What follows belongs to an exercise in optimizing a design on an open flow for small area; a production flow would make more cautious choices.
Only simulation tests tie the RTL to the original design; equivalence was not proved.
No activity file was given, so power comes from the tool's default toggle rates.

===== design/flow/design.v =====
module char_buf_arbiter #(
  parameter int         COLS       = 10,
  parameter int         ROWS       = 16,
  parameter logic [7:0] CLEAR_CHAR = 8'h20
) (
  input  logic       clk,
  input  logic       rst,
  input  logic [7:0] rd_xy,
  output logic [7:0] rd_code,
  input  logic       a_req,
  input  logic [7:0] a_xy,
  input  logic [7:0] a_code,
  output logic       a_gnt,
  input  logic       b_req,
  input  logic [7:0] b_xy,
  input  logic [7:0] b_code,
  output logic       b_gnt,
  input  logic       clr_req,
  output logic       busy
);
  localparam int NENT = COLS * 16;
  logic       clearing_q;    
  logic [7:0] clr_addr_q;    
  logic       rr_last_b_q;   
  logic [7:0] rd_code_q;
  logic [7:0] mem [NENT];
  logic       idle;
  logic       we;
  logic [7:0] wr_addr;
  logic [7:0] wr_data;
  function automatic logic on_screen(input logic [7:0] xy);
    on_screen = (xy < 8'(NENT));
  endfunction
  assign idle  = !rst && !clearing_q;
  assign busy  = !idle;
  assign a_gnt = idle && !clr_req && a_req && (!b_req || rr_last_b_q);
  assign b_gnt = idle && !clr_req && b_req && !(a_req && rr_last_b_q);
  always_comb begin
    if (clearing_q) begin
      wr_addr = clr_addr_q;
      wr_data = CLEAR_CHAR;
    end else if (a_gnt) begin
      wr_addr = a_xy;
      wr_data = a_code;
    end else begin
      wr_addr = b_xy;
      wr_data = b_code;
    end
  end
  assign we = !rst && (clearing_q || a_gnt || b_gnt) && on_screen(wr_addr);
  always_ff @(posedge clk) begin
    if (rst) begin
      clearing_q  <= 1'b1;
      clr_addr_q  <= '0;
      rr_last_b_q <= 1'b1;
    end else begin
      if (clearing_q) begin
        clr_addr_q <= clr_addr_q + 8'd1;
        if (clr_addr_q == 8'hFF) clearing_q <= 1'b0;
      end else if (clr_req) begin
        clearing_q <= 1'b1;
      end
      if (a_gnt) rr_last_b_q <= 1'b0;
      else if (b_gnt) rr_last_b_q <= 1'b1;
    end
  end
  always_ff @(posedge clk) begin
    for (int i = 0; i < NENT; i++)
      if (we && wr_addr == 8'(i)) mem[i] <= wr_data;
  end
  always_ff @(posedge clk) begin
    if (rst)                   rd_code_q <= '0;
    else if (on_screen(rd_xy)) rd_code_q <= mem[rd_xy];
    else                       rd_code_q <= CLEAR_CHAR;
  end
  assign rd_code = rd_code_q;
endmodule

===== design/flow/run.sh =====
#!/bin/bash
# synth_recipe.tcl (not shown) runs the flow's synth.tcl, then flattens the netlist and writes it again
# the make line also repeats each setting of config.mk as NAME=value (left out here)
make -C /OpenROAD-flow-scripts/flow DESIGN_CONFIG=/design/flow/config.mk WORK_HOME=/design/flow/orfs CLKGATE_MAP_FILE= SYNTH_SCRIPT=/design/flow/synth_recipe.tcl finish

===== design/flow/config.mk =====
export PLATFORM = sky130hd
export DESIGN_NAME = char_buf_arbiter
export DESIGN_NICKNAME = char_buf_arbiter
export VERILOG_FILES = /design/flow/design.v
export SDC_FILE = /design/flow/constraint.sdc
export NUM_CORES = 4
export LEC_CHECK = 0
export CAP_MARGIN = 20
export CORE_MARGIN = 2
export CORE_UTILIZATION = 40
export SLEW_MARGIN = 20

===== design/flow/constraint.sdc =====
create_clock -name core_clock -period 5.0 [get_ports {clk}]
set_input_delay 1.0000 -clock core_clock [delete_from_list [all_inputs] [get_ports {clk}]]
set_output_delay 1.0000 -clock core_clock [all_outputs]
set_load 0.01 [all_outputs]

==> results.toml <==
[logic_synthesis]
synth.largest_area_cell = "edfxtp_1"
postSynthAreaPerCell_um2 = 16.2
synth_nets = 3132
ys_seq_elements = 1298
synth_area_leaders = "edfxtp_1, a22oi_1, nor2_1, a32oi_1, nand3_1"
synth_top_area_share_pct = 77.0
ys_warn_count = 2
synthArstFlopShare_pct = 0
syn_inst = 3086
dominantRegCellSynth = "edfxtp_1"
synth.distinct_cells = 77
yosysSeqAreaShare_pct = 77.7
synth_edf_count = 1280
synth_area_mm2 = 0.0499

[layout]
finalNetCount = 3690
drive_above_1_share_pct = 22.7
area_growth_pct = 23.2
filler_cell_count = 10400
final_cells = 5408
final_common_cell = "edfxtp_1"
mostFrequentLayoutCells = "edfxtp_1, buf_4, a22oi_1"

[worst_setup_path]
regToRegEndpoint = "mem[72][7]$_DFFE_PP_"
r2r_cells = 9
cp_cell_sequence = "clkdlybuf4s50_1, buf_12, and4bb_4, buf_4, nand3_1, nand4_1, nor4_1, nand4_1, nor4_1, buf_4, a31oi_1"
critPathTopFamily = "simple AND/OR/NAND/NOR gates"
critPathRequiredTime_ns = 5.67
critPathLaunchType = "input port"
critPathMaxStageDelay_ns = 0.92
worst-r2r-setup-slack_ns = 1.06
arrival_ns = 5.14
path_buf_inv = 4
r2r-start = "clearing_q$_SDFF_PP1_"
endpoint_kind = "flip-flop"
slowest_stage = "nor4_1"
critPathMaxFanout = 32
criticalPathCategory = "in2reg"

[route]
drt_iter0_drc = 8454
ant_nets = 0
route.detailed.wl_per_inst_um = 52.5
detail_route.first_pass.iterations = 8
vias_per_cell = 7.21
drc = 0
drt-total-wl_um = 284000
dr_total_vias = 39000

[floorplan]
rows = 129
die_w_um = 357
core_mm2 = 0.124
start_util_pct = 40.3
pin_count = 56
die_y_um = 357
die_area_mm2 = 0.128

[cts]
ctsRootBufferMaster = "clkbuf_16"
cts_tree = "built"
clock_latency_ns = 0.83
post_cts_buffers = 0
clkTransAtPathRegs_ns = 0.06
clkSinkCount = 1298
clockBufferDepth = 3
cts_resized = 0
cts_buffers = 141
htree_levels = 4
cts_hold_buf = 0

[grt]
grt_max_degree = 120
grt_antenna_before_repair = 34
first_global_vias = 35200
grt_usage_pct = 44.2
grt_pass1_wl_um = 361000
grt_overflow = 0

[worst_hold_path]
worstHoldStart = "clr_addr_q[7]$_SDFFE_PP0P_"
holdPathEnd = "clr_addr_q[7]$_SDFFE_PP0P_"
whs_path_depth = 2
min_path_type = "reg2reg"

[run_status]
status = "no timing/DRC/antenna violations"

[pwr]
p_leak_nw = 20.3
p_per_area_mw_per_mm2 = 379
vdd_drop_max_mv = 0.348

[timing]
drv_slew = 0
finalHoldViolCount = 0
fin_setup_tns_ns = 0
finalClockSkew_ns = 0.0506
period_share_pct = 89.4
setup_ws_ns = 0.530
relSlewSlack_pct = 11.5
fin_crit_ns = 4.47
tightest_slew_ns = 1.32
finalSetupViolCount = 0
rsz0062_at_grt = "no"
fmax_ghz = 0.224

[place]
placedCellCount = 5137
dp_worst_setup_slack_ns = 0.0181
dp.final_hpwl_um = 200000
gp_routability_congestion = 1.11
port_buffers = 55

[flow_run]
cap_violations = 0
[power by group]
group / leakage (nW) / internal (mW) / switching, mW / total (mW)
clock: 2.20 / 6.02 / 4.59 / 10.6
sequential: 12.2 / 11.8 / 0.0152 / 11.8
combinational: 5.88 / 0.277 / 0.642 / 0.919
[logic make-up after synthesis]
logic type | share of synthesized area [%]
AOI/OAI and AO/OA | 11.6
xor gates and xnor gates | 0.0877
adders and majority gates | 0.0250
buffers and inverters | 2.18
DFF | 77.7
muxes | 0.283
and+or+nand+nor | 8.19
[sequential cells by signal, indices dropped and copies added (netlist names)]
name         count
clearing_q       1
mem           1280
rr_last_b_q      1
rd_code_q        8
clr_addr_q       8
[per-stage QoR]
stage	power [mW]	hold slack, ns	utilization [%]	cell area, um^2
after floorplan	12.3	0.471	-	50000
after global placement	12.9	0.483	46.0	57000
after detailed placement	12.9	0.501	46.0	57000
after CTS	23.2	0.510	49.7	61500
final	23.3	0.519	49.7	61600
after global routing	23.7	0.563	49.7	61500
[worst min-delay path, cell delays in order (launching register included)]
cell	delay (ns)
dfxtp_1	0.33
o21ai_0	0.08
a21oi_1	0.06
[routing by layer]
layer / global-route usage [%] / routed length [um] / vias to the layer above
met4: 31.9 / 26100 / 34
li1: - / - / 14000
met1: 54.8 / 96500 / 19800
met3: 19.9 / 46600 / 995
met2: 61.0 / 115000 / 4225
met5: 0 / 200 / -
[synthesized netlist by cell type, drive strengths merged (3+ instances only)]
library cell     n
a21oi           43
a22o            41
or4b             7
nand4b           7
nor4b           12
edfxtp        1280
a32oi          113
a221oi          35
and3            26
xor2             4
a22oi          276
o22a             4
or4             21
and4bb           4
a2111oi          6
nor3b            3
clkbuf          83
o21ai           24
o22ai          109
o221a            3
and4b            5
nand2b           9
nand3          145
nand4bb          9
buf            145
o211ai           7
a221o            5
mux2i           13
dfxtp           18
a31oi           19
or2              6
nor4bb           8
nor2b            8
nand2           98
and4             5
nor3            14
a32o            13
nor4            44
a222oi          34
or3              5
o2111ai          7
nor2           272
nand4           70
[area by class of cell]
type | instances | area (um^2) | area share [%]
Antenna cell | 16 | 40.0 | 0.0650
Sequential cell | 1298 | 38800 | 63.0
Clock buffer | 178 | 3720 | 6.04
Inverter | 2 | 7.51 | 0.0122
Clock inverter | 76 | 827 | 1.34
Timing Repair Buffer | 643 | 5760 | 9.35
Tap cell | 1637 | 2050 | 3.33
Multi-Input combinational cell | 1558 | 10400 | 16.8
[worst max path at each step]
| stage | start | endpoint | slack [ns] | depth (start not counted) |
|---|---|---|---|---|
| after floorplan | rst | mem[0][0]$_DFFE_PP_ | 0.74 | 7 |
| after global placement | rd_xy[6] | rd_code_q[4]$_SDFF_PP0_ | -0.02 | 12 |
| after detailed placement | rd_xy[6] | rd_code_q[4]$_SDFF_PP0_ | 0.02 | 11 |
| after CTS | rd_xy[6] | rd_code_q[4]$_SDFF_PP0_ | 0.83 | 11 |
| after global routing | rd_xy[6] | rd_code_q[4]$_SDFF_PP0_ | 0.57 | 11 |
| final | rd_xy[6] | rd_code_q[4]$_SDFF_PP0_ | 0.53 | 11 |

==> re-timing with driven ports <==
How much do the figures lean on ideal ports? The routed layout below was timed once more, with nothing changed but the port constraints.
Step 1 assumes that a clkbuf_16 drives the clock port and a buf_2 every other input.
Step 2 also shifts input and output timing later by t, the mid clock arrival at the registers, as if the neighbouring blocks saw the same clock.
Three values: ideal, step 1, step 2; two values: the first two.
t (ns): 0.880
slack for setup (ns): 0.530 / 0.573 / -0.307
worst register clock-pin slew, ns: 0.07 / 0.07
Met with ideal ports but missed after step 2: setup timing in this run. For this run, drivers alone change the setup slack by +0.043 ns; drivers and shift together by -0.837 ns.
